This design comes from an exercise in tuning for a short achievable clock period and few clock cycles on the open sky130 flow, not from production work.
The RTL was checked by simulation tests, not by an equivalence proof against the original design.
Power figures rest on the tool's default switching activity, not on a simulated workload.

==> flow/design.v (outline; a module is shown in full before it is edited, if it fits) <==
// module connect4_minimax_search: 853 lines
module connect4_minimax_search #(
  parameter int IS_ME = 1,
  parameter int DEPTH = 3
) (
  input  logic               w_clk,
  input  logic               w_rst,
  input  logic               w_en,
  input  logic [41:0]        i_me_field,
  input  logic [41:0]        i_op_field,
  input  logic [20:0]        i_piled_array,
  output logic               o_valid,
  output logic               o_finished,
  output logic signed [15:0] o_score,
  output logic [2:0]         o_selected_col
);
  // ...
==> flow/run.sh <==
#!/bin/bash
# synth_recipe.tcl (not shown) runs the flow's synth.tcl, then flattens the netlist and writes it again
# the make line also repeats each setting of config.mk as NAME=value (left out here)
make -C /OpenROAD-flow-scripts/flow DESIGN_CONFIG=/design/flow/config.mk WORK_HOME=/design/flow/orfs CLKGATE_MAP_FILE= SYNTH_SCRIPT=/design/flow/synth_recipe.tcl finish
==> flow/config.mk <==
export PLATFORM = sky130hd
export DESIGN_NAME = connect4_minimax_search
export DESIGN_NICKNAME = connect4_minimax_search
export VERILOG_FILES = /design/flow/design.v
export SDC_FILE = /design/flow/constraint.sdc
export NUM_CORES = 4
export LEC_CHECK = 0
export CAP_MARGIN = 20
export CELL_PAD_IN_SITES_DETAIL_PLACEMENT = 1
export CELL_PAD_IN_SITES_GLOBAL_PLACEMENT = 2
export CORE_MARGIN = 2
export CORE_UTILIZATION = 25
export PLACE_DENSITY = 0.5
export SETUP_SLACK_MARGIN = 5
export SLEW_MARGIN = 20
==> flow/constraint.sdc <==
create_clock -name core_clock -period 7.0 [get_ports {w_clk}]
set_input_delay 1.4000 -clock core_clock [delete_from_list [all_inputs] [get_ports {w_clk}]]
set_output_delay 1.4000 -clock core_clock [all_outputs]
set_load 0.01 [all_outputs]
==> impl_metrics.tcl, run 1 <==
set metrics [dict create \
    postCtsSetupBuffers 593 \
    design.die.area_um2 73100 \
    rsz0062_at_grt "true" \
    largest_net_degree_at_the_start_of_global_routing 42 \
    critical_path_cell_count 10 \
    num_antenna_cells 3 \
    critPathSlowestCell "sky130_fd_sc_hd__or4_4" \
    highest-signal-layer "met5" \
    viasPerCell 6.47 \
    tightestPinTransition_ns 0.808 \
    post_route_cells_drive_above_1_share 0.641 \
    tritoncts.num_buffers 37 \
    total_power_mw 6.55 \
    period_needed_ns 2.96 \
    clkCellAreaFrac 0.0328 \
    place_ws_ns 2.30 \
    final_hold_viol_count 0 \
    m1WireLength_mm 65.1 \
    post_dp_cell_area_um2 21600 \
    run_status "no timing/DRC/antenna violations" \
    yosysTopAreaCellShare 0.334 \
    cts-hold-fix-buffers 0 \
    io_buffer_count 125 \
    num_io_pins 129 \
    path_max_fanout 5 \
    min_period_over_period 0.423 \
    multi_input_comb_area_um2 18200 \
    tapCellCount 940 \
    leading_cell_type_in_the_layout_fill_and_taps_excluded "sky130_fd_sc_hd__buf_4" \
    syn_avg_cell_area_um2 7.11 \
    biggestCellCategory "multi-input combinational cells" \
    synth.cell_area_um2 17700 \
    gpl.final_weighted_congestion 0.979 \
    path_delay_family "simple AND/OR/NAND/NOR gates" \
    synth_area_in_compound_gates 0.303 \
    initial_antenna_violation_count 15 \
    part_of_the_total_power_dissipated_in_sequential_elements 0.276 \
    nonClockInverterCount 38 \
    drt_first_pass_iters 6 \
    switchingPower_mw 2.49 \
    synth_commonest_cells "sky130_fd_sc_hd__nor2_1 (340), sky130_fd_sc_hd__dfxtp_1 (296), sky130_fd_sc_hd__nand2_1 (261)" \
]
Testbench counts, summed over its fixed seeds: cycles 768.
==> run 2: changes to the inputs <==
--- a/flow/config.mk
+++ b/flow/config.mk
@@ -8,8 +8,6 @@
 export CAP_MARGIN = 20
 export CELL_PAD_IN_SITES_DETAIL_PLACEMENT = 1
-export CELL_PAD_IN_SITES_GLOBAL_PLACEMENT = 2
 export CORE_MARGIN = 2
 export CORE_UTILIZATION = 25
-export PLACE_DENSITY = 0.5
 export SETUP_SLACK_MARGIN = 5
 export SLEW_MARGIN = 20
==> impl_metrics.tcl, run 2 <==
set metrics [dict create \
    run_status "did not finish" \
    stopping_stage "5_1_grt" \
    stop_error "[ERROR GRT-0232] Routing congestion too high. Check the congestion heatmap in the GUI." \
    num_io_pins 129 \
    clockBufferDepth 3 \
    synth_largest_area_cell "sky130_fd_sc_hd__dfxtp_1" \
    ff_latch_count_synth 296 \
    place_ws_ns 2.43 \
    tritoncts.num_buffers 34 \
    yosysTopAreaCellShare 0.334 \
    timing.worst_endpoint.kind "register data pin" \
    cts_htree_levels 2 \
    gr-total-overflow 176 \
    fp.dieW_um 270 \
    floorplan.rows 97 \
    clockRootBuffer "sky130_fd_sc_hd__clkbuf_16" \
    clock-sinks 296 \
    gpl.final_weighted_congestion 1.06 \
    initial_antenna_violation_count 35 \
    largest_net_degree_at_the_start_of_global_routing 33 \
    asyncSetResetFlopFracSynth 0 \
    synthFlopType "sky130_fd_sc_hd__dfxtp_1" \
    synth.top_cells.by_area "sky130_fd_sc_hd__dfxtp_1 (33%), sky130_fd_sc_hd__nor2_1 (7.2%), sky130_fd_sc_hd__nand2_1 (5.5%)" \
    synth.yosys.seq_area_share 0.334 \
    dominant_cell_by_count_in_the_synthesized_netlist "sky130_fd_sc_hd__nor2_1" \
    number_of_flops_mapped_to_enable_cells_by_yosys 0 \
    detailedPlacementHpwl_mm 87.4 \
    synth.cell_area_um2 17700 \
    synthDistinctLibCells 76 \
    syn_warnings 1 \
    io_buffer_count 125 \
    synthesis.instances 2494 \
    grt_use_total 0.757 \
    cts-hold-fix-buffers 0 \
    syn_avg_cell_area_um2 7.11 \
    die_height_um 270 \
    synth_commonest_cells "sky130_fd_sc_hd__nor2_1 (340), sky130_fd_sc_hd__dfxtp_1 (296), sky130_fd_sc_hd__nand2_1 (261)" \
    initial_utilization 0.253 \
    grt-worst-endpoint "valid_q1$_DFF_P_/D" \
]
-- run 2: cell counts after synthesis --
No cell type changed its count.
-- run 2: worst min-delay path by stage --
| stage | startpoint | endpoint | slack [ns] | cells after the start |
|---|---|---|---|---|
| 4_1_cts | col_q[2] | col_q[2] | 0.48 | 2 |
| 3_5_place_dp | score_q[3] | score_q[3] | 0.48 | 2 |
| 3_3_place_gp | score_q[3] | score_q[3] | 0.46 | 2 |
| 2_1_floorplan | col_q[2] | col_q[2] | 0.48 | 2 |
-- run 2: per-layer routing --
layer,track usage,GRT overflow
met1,0.740,11
met2,0.866,80
met3,0.694,10
met4,0.731,74
met5,0.486,1
-- run 2: cells by family after synthesis --
group,count (synthesis),synth area share
buffers and inverters,287,0.0636
AOI/OAI and AO/OA,816,0.303
other,1,0.000211
DFF,296,0.334
and+or+nand+nor,1057,0.275
muxes,37,0.0240
-- run 2: repair_timing --
action                                   CTS
gates resized for setup                 1870
pin swaps                                368
endpoints found under the setup margin   311
cloned                                    28
setup buffers                            453
-- run 2: power groups by stage --
| stage | logic, mW | clock network [mW] | registers, mW |
|---|---|---|---|
| floorplan | 0.867 | 0 | 1.81 |
| global placement | 1.30 | 0 | 1.83 |
| detailed placement | 1.30 | 0 | 1.83 |
| CTS | 2.03 | 1.84 | 1.80 |
-- run 2: metrics by stage --
| step | hold slack [ns] | utilization | area, um2 | instances |
|---|---|---|---|---|
| 4_1_cts | 0.481 | 0.471 | 33100 | 3916 |
| 3_5_place_dp | 0.480 | 0.306 | 21500 | 3376 |
| 3_3_place_gp | 0.464 | 0.306 | 21500 | 3376 |
| 2_1_floorplan | 0.478 | - | 21700 | 2496 |

static timing again, ports no longer ideal:
How much do the figures lean on ideal ports? The routed layout below was timed once more, with nothing changed but the port constraints. Step 1, drivers: a clkbuf_16 drives w_clk and a buf_2 each remaining input, both assumed. Step 2 times the ports against the registers' clock, not the clock port: input delays grow and output delays shrink by t, the midpoint of the rising clock arrivals with the driver on. Slacks: ideal / step 1 / step 2; pairs: ideal / step 1.
run: run 1
t (ns): 0.651
slack for setup (ns): 4.042 / 4.083 / 3.432
worst hold slack (ns): 0.466 / 0.466 / 0.466
clock arrival spread, ns: 0.047 / 0.047
After both steps setup and hold are still met in run 1. For run 1, drivers alone change the setup slack by +0.041 ns; drivers and shift together by -0.610 ns.
